Background: an optimization exercise with open tools, aiming at small area and a short achievable clock period. Do not read the settings as production practice. Only simulation tests tie the RTL to the original design; equivalence was not proved. The clock port is modelled as an ideal driver, which makes a skipped or thinned clock tree look cheaper than it is; a real chip needs a root buffer or a tree. Power and IR drop assume default switching activity.

## wallace_mult_top
module wallace_mult_top (
    input  logic        clk,
    input  logic        arst_n,
    input  logic        in_valid,
    input  logic [15:0] a,
    input  logic [15:0] b,
    output logic        out_valid,
    output logic [31:0] product,
    output logic        busy
);
export LEC_CHECK = 0
export CAP_MARGIN = 20
export CORE_MARGIN = 2
export CORE_UTILIZATION = 40
export SLEW_MARGIN = 20
export SYNTH_HIERARCHICAL = 1
export SYNTH_MINIMUM_KEEP_SIZE = 0
create_clock -name core_clock -period 11.0 [get_ports {clk}]
standard.sh (not shown) runs the stock make flow with config.mk's settings and CLKGATE_MAP_FILE= SYNTH_SCRIPT=/design/flow/synth_recipe.tcl, a recipe that flattens the netlist after the stock synthesis.
==> flow/flow/run.sh <==
#!/bin/bash
# The standard ORFS layout (standard.sh, with its synthesis unchanged) with three changes:
#  - every port is buffered with sky130_fd_sc_hd__buf_2 instead of the default delay buffer
#    (flow/place_pre.tcl, when present, picks buf_1 for inputs and buf_2 for outputs);
#  - the clock tree is built by flow/cts_pre.tcl instead of TritonCTS: the clock port drives
#    $CLK_NL1 first-level cells, each driving leaf cells placed at the centres of k-means
#    clusters of the flip-flops, so every flip-flop sees the same two cells;
#  - repair_timing aims for $SETUP_SLACK_MARGIN ns of extra setup slack.
# make's output goes to standard_flow.log; each ORFS step keeps its own log in orfs/logs.
set -euo pipefail
export BUFFER_PORTS_ARGS="-buffer_cell sky130_fd_sc_hd__buf_2"
export SETUP_SLACK_MARGIN=8.1
export PRE_CTS_TCL="$(pwd)/flow/cts_pre.tcl"
export CLK_NLEAF=8
export CLK_NL1=4
export CLK_LEAF_CELL=sky130_fd_sc_hd__clkinv_8
export CLK_L1_CELL=sky130_fd_sc_hd__clkinv_16
bash standard.sh > standard_flow.log 2>&1
==> flow/flow/cts_pre.tcl <==
proc env_or { name dflt } {
  if { [info exists ::env($name)] && $::env($name) ne "" } { return $::env($name) }
  return $dflt
}
set nleaf [env_or CLK_NLEAF 8]
set nl1 [env_or CLK_NL1 2]
set leafcell [env_or CLK_LEAF_CELL sky130_fd_sc_hd__clkbuf_16]
set l1cell [env_or CLK_L1_CELL sky130_fd_sc_hd__clkbuf_16]

# Balanced k-means: pts is a list of {x y}; returns {assignment centres}
proc kmeans { pts k {slack 1} } {
  set n [llength $pts]
  set cx 0; set cy 0
  foreach p $pts { set cx [expr {$cx + [lindex $p 0]}]; set cy [expr {$cy + [lindex $p 1]}] }
  set cx [expr {$cx / $n}]; set cy [expr {$cy / $n}]
  set order {}
  for {set i 0} {$i < $n} {incr i} {
    set p [lindex $pts $i]
    lappend order [list $i [expr {atan2([lindex $p 1]-$cy, [lindex $p 0]-$cx)}]]
  }
  set order [lsort -real -index 1 $order]
  set cent {}
  for {set c 0} {$c < $k} {incr c} {
    set sx 0; set sy 0; set m 0
    for {set j [expr {$c * $n / $k}]} {$j < ($c + 1) * $n / $k} {incr j} {
      set p [lindex $pts [lindex [lindex $order $j] 0]]
      set sx [expr {$sx + [lindex $p 0]}]; set sy [expr {$sy + [lindex $p 1]}]; incr m
    }
    if {$m == 0} { lappend cent [list $cx $cy] } else { lappend cent [list [expr {$sx / $m}] [expr {$sy / $m}]] }
  }
  set cap [expr {int(ceil(double($n) / $k)) + $slack}]
  for {set iter 0} {$iter < 40} {incr iter} {
    set cnt [lrepeat $k 0]
    set assign [lrepeat $n -1]
    set cand {}
    for {set i 0} {$i < $n} {incr i} {
      set p [lindex $pts $i]
      set best 1e18
      for {set c 0} {$c < $k} {incr c} {
        set d [expr {abs([lindex $p 0]-[lindex $cent $c 0]) + abs([lindex $p 1]-[lindex $cent $c 1])}]
        if {$d < $best} { set best $d }
      }
      lappend cand [list $i $best]
    }
    foreach ib [lsort -real -decreasing -index 1 $cand] {
      set i [lindex $ib 0]; set p [lindex $pts $i]
      set bk -1; set best 1e18
      for {set c 0} {$c < $k} {incr c} {
        if {[lindex $cnt $c] >= $cap} continue
        set d [expr {abs([lindex $p 0]-[lindex $cent $c 0]) + abs([lindex $p 1]-[lindex $cent $c 1])}]
        if {$d < $best} { set best $d; set bk $c }
      }
      lset assign $i $bk
      lset cnt $bk [expr {[lindex $cnt $bk] + 1}]
    }
    set newc {}
    for {set c 0} {$c < $k} {incr c} {
      set sx 0; set sy 0; set m 0
      for {set i 0} {$i < $n} {incr i} {
        if {[lindex $assign $i] == $c} {
          set sx [expr {$sx + [lindex $pts $i 0]}]; set sy [expr {$sy + [lindex $pts $i 1]}]; incr m
        }
      }
      if {$m > 0} { lappend newc [list [expr {$sx / $m}] [expr {$sy / $m}]] } else { lappend newc [lindex $cent $c] }
    }
    set cent $newc
  }
  return [list $assign $cent]
}

proc add_buffer { block master name in_net x y } {
  set inst [odb::dbInst_create $block $master $name]
  set net [odb::dbNet_create $block "${name}_net"]
  $net setSigType CLOCK
  [$inst findITerm A] connect $in_net
  set out [$inst findITerm X]
  if { $out eq "NULL" } { set out [$inst findITerm Y] }
  $out connect $net
  $inst setLocation [expr {int($x)}] [expr {int($y)}]
  $inst setPlacementStatus PLACED
  return $net
}

set block [ord::get_db_block]
set db [ord::get_db]
set clk_net [$block findNet clk]
set sinks {}
foreach it [$clk_net getITerms] {
  if { [$it isInputSignal] } { lappend sinks $it }
}
set pts {}
foreach it $sinks {
  set bb [[$it getInst] getBBox]
  lappend pts [list [expr {([$bb xMin] + [$bb xMax]) / 2.0}] [expr {([$bb yMin] + [$bb yMax]) / 2.0}]]
}
puts "manual clock tree: [llength $sinks] sinks, $nleaf leaf buffers, $nl1 first-level buffers"
lassign [kmeans $pts $nleaf] leaf_of leaf_cent
if { $nl1 > 0 } {
  lassign [kmeans $leaf_cent $nl1 0] l1_of l1_cent
  for {set g 0} {$g < $nl1} {incr g} {
    set l1net($g) [add_buffer $block [$db findMaster $l1cell] "clkbuf_l1_$g" $clk_net {*}[lindex $l1_cent $g]]
  }
}
for {set c 0} {$c < $nleaf} {incr c} {
  set src $clk_net
  if { $nl1 > 0 } { set src $l1net([lindex $l1_of $c]) }
  set leafnet($c) [add_buffer $block [$db findMaster $leafcell] "clkbuf_leaf_$c" $src {*}[lindex $leaf_cent $c]]
}
for {set i 0} {$i < [llength $sinks]} {incr i} {
  set it [lindex $sinks $i]
  $it disconnect
  $it connect $leafnet([lindex $leaf_of $i])
}
# TritonCTS is not run: the buffers above are the whole tree.
proc clock_tree_synthesis { args } {
  puts "clock_tree_synthesis skipped: clock buffers were placed by cts_pre.tcl"
  set_propagated_clock [all_clocks]
}
# cts.tcl clones clock inverters next to their loads after this hook; the inverter pairs
# above are already placed by their loads, so that step is skipped as well.
proc repair_clock_inverters { args } {
  puts "repair_clock_inverters skipped: clock tree built by cts_pre.tcl"
}
==> next run, changes <==
==> flow/flow/run.sh (replaced) <==
#!/bin/bash
# The standard ORFS layout (standard.sh, with its synthesis unchanged) with three changes:
#  - every port is buffered with buf_2 instead of the default delay buffer (clkdlybuf4s50_1);
#  - the clock tree is built by flow/cts_pre.tcl instead of TritonCTS: the clock port drives
#    4 clkinv_8 cells, each driving 2 clkinv_8 leaf cells placed at the centres of k-means
#    clusters of the flip-flops, so every flip-flop's clock passes the same two inverters;
#  - repair_timing aims for 8.1 ns of extra setup slack (SETUP_SLACK_MARGIN).
# make's output goes to standard_flow.log; each ORFS step keeps its own log in orfs/logs.
set -euo pipefail
export BUFFER_PORTS_ARGS="-buffer_cell sky130_fd_sc_hd__buf_2"
export SETUP_SLACK_MARGIN=8.1
export SKIP_REPAIR_TIE_FANOUT=1
export PRE_CTS_TCL="$(pwd)/flow/cts_pre.tcl"
export PRE_GLOBAL_PLACE_TCL="$(pwd)/flow/place_pre.tcl"
export CLK_NLEAF=8
export CLK_NL1=4
export CLK_LEAF_CELL=sky130_fd_sc_hd__clkinv_8
export CLK_L1_CELL=sky130_fd_sc_hd__clkinv_8
bash standard.sh > standard_flow.log 2>&1
==> flow/flow/place_pre.tcl (new file) <==
# Port buffers: a small buf_1 on each input (it drives one flip-flop) and buf_2 on each
# output (it drives the 0.01 pF output load). Every port still gets its own buffer.
rename buffer_ports orfs_buffer_ports
proc buffer_ports { args } {
  orfs_buffer_ports -inputs -buffer_cell sky130_fd_sc_hd__buf_1
  orfs_buffer_ports -outputs -buffer_cell sky130_fd_sc_hd__buf_2
}
Effect: Worst hold slack barely changes; final cell count fell by 1.1%; wire length fell by 1.8%; critical path depth stays the same; global-route usage fell by 0.56 points; fmax fell by 0.33%; combinational power hardly moves; first-iteration DRC count rose by 2.0%.
==> next run, changes <==
==> flow/flow/run.sh (replaced) <==
#!/bin/bash
# The standard ORFS layout (standard.sh, with its synthesis unchanged) with three changes:
#  - every port is buffered with sky130_fd_sc_hd__buf_2 instead of the default delay buffer
#    (flow/place_pre.tcl, when present, picks buf_1 for inputs and buf_2 for outputs);
#  - the clock tree is built by flow/cts_pre.tcl instead of TritonCTS: the clock port drives
#    $CLK_NL1 first-level cells, each driving leaf cells placed at the centres of k-means
#    clusters of the flip-flops, so every flip-flop sees the same two cells;
#  - repair_timing aims for $SETUP_SLACK_MARGIN ns of extra setup slack.
# make's output goes to standard_flow.log; each ORFS step keeps its own log in orfs/logs.
set -euo pipefail
export BUFFER_PORTS_ARGS="-buffer_cell sky130_fd_sc_hd__buf_2"
export SETUP_SLACK_MARGIN=8.0
export PRE_CTS_TCL="$(pwd)/flow/cts_pre.tcl"
export CLK_NLEAF=8
export CLK_NL1=4
export CLK_LEAF_CELL=sky130_fd_sc_hd__clkinv_8
export CLK_L1_CELL=sky130_fd_sc_hd__clkinv_8
bash standard.sh > standard_flow.log 2>&1
removed: flow/flow/place_pre.tcl
Fmax came out lower by a few percent.
Routed wire length drops slightly.
Design area went down slightly.
Critical path depth stays the same.
Clock skew fell by 0.0070 ns.
Final cell count came out higher slightly.
Register-to-register slack degrades by 0.09 ns.
Sequential share of layout area hardly moves.
Via count decreases slightly.
Die area stays the same.
Power hardly moves.
==> next run, changes <==
--- a/flow/flow/run.sh
+++ b/flow/flow/run.sh
@@ -12 +12 @@
-export SETUP_SLACK_MARGIN=8.0
+export SETUP_SLACK_MARGIN=8.17
The new run went through all stages and came out clean; global-route usage increases by 0.42 points; total power went up by 1.7%; setup slack improved by 0.12 ns; worst hold slack stays flat; sequential power goes down by about 0.6%; routed wire length climbs by 4.9%; combinational power went up by about 3%; sequential share of layout area came out lower by 1.3 points; maximum frequency went up by 4.4%; via count rose by 3.9%; cell area went up by 5.3%.
==> next run, changes <==
==> flow/flow/run.sh (replaced) <==
#!/bin/bash
# Standard ORFS layout (standard.sh, unchanged synthesis) with three changes: ports are
# buffered with sky130_fd_sc_hd__buf_2 instead of the default delay buffer; the clock tree is one level of
# clkbuf_16 buffers placed by flow/cts_pre.tcl instead of TritonCTS; and repair_timing
# aims for extra setup slack. The make output goes to standard_flow.log; each ORFS step
# keeps its own log under orfs/logs.
set -euo pipefail
export BUFFER_PORTS_ARGS="-buffer_cell sky130_fd_sc_hd__buf_2"
export SETUP_SLACK_MARGIN=8.1
export PRE_CTS_TCL="$(pwd)/flow/cts_pre.tcl"
export CLK_NLEAF=8
export CLK_NL1=4
export CLK_LEAF_CELL=sky130_fd_sc_hd__clkinv_8
export CLK_L1_CELL=sky130_fd_sc_hd__clkinv_8
bash standard.sh > standard_flow.log 2>&1
- CORE_UTILIZATION: 40 -> 55
Outcome: Worst hold slack stays flat. Register-to-register slack is worse by 0.07 ns. Via count grows by 1.1%. Synthesized cell count does not change. Global-route usage went up by 7.6 points. Setup slack gets worse by 0.067 ns. Cell count went down by 8.8%. First-iteration DRC count rose by about 65%. Cell area went down by about 3.7%. Clock power is about the same.
No run of this note takes its clock network from TritonCTS; it comes from the design's own scripts or RTL.

separate check: timing with driven ports:
The results above use ideal ports. As a check the final layouts listed here were re-extracted and re-timed, cells and wires unchanged.
Step 1, drivers: a clkbuf_16 drives clk and a buf_2 each remaining input, both assumed.
Step 2 also shifts input and output timing later by t, the mid clock arrival at the registers, as if the neighbouring blocks saw the same clock.
a / b / c = ideal ports / drivers / drivers and shift; a / b = the first two.
| run | t (ns) | setup WS [ns] | latest minus earliest clock arrival (ns) | worst register clock-pin slew, ns |
|---|---|---|---|---|
| the first run | 0.344 | 8.166 / 7.966 / 8.166 | 0.009 / 0.010 | 0.07 / 0.07 |
| the second run | 0.292 | 8.157 / 8.034 / 8.156 | 0.024 / 0.025 | 0.07 / 0.07 |
| the third run | 0.298 | 8.062 / 8.028 / 8.061 | 0.017 / 0.018 | 0.08 / 0.08 |
| the fourth run | 0.298 | 8.185 / 8.025 / 8.185 | 0.019 / 0.019 | 0.08 / 0.08 |
| the fifth run | 0.294 | 8.119 / 8.012 / 8.118 | 0.020 / 0.021 | 0.07 / 0.07 |
After both steps every run listed still meets setup and hold.
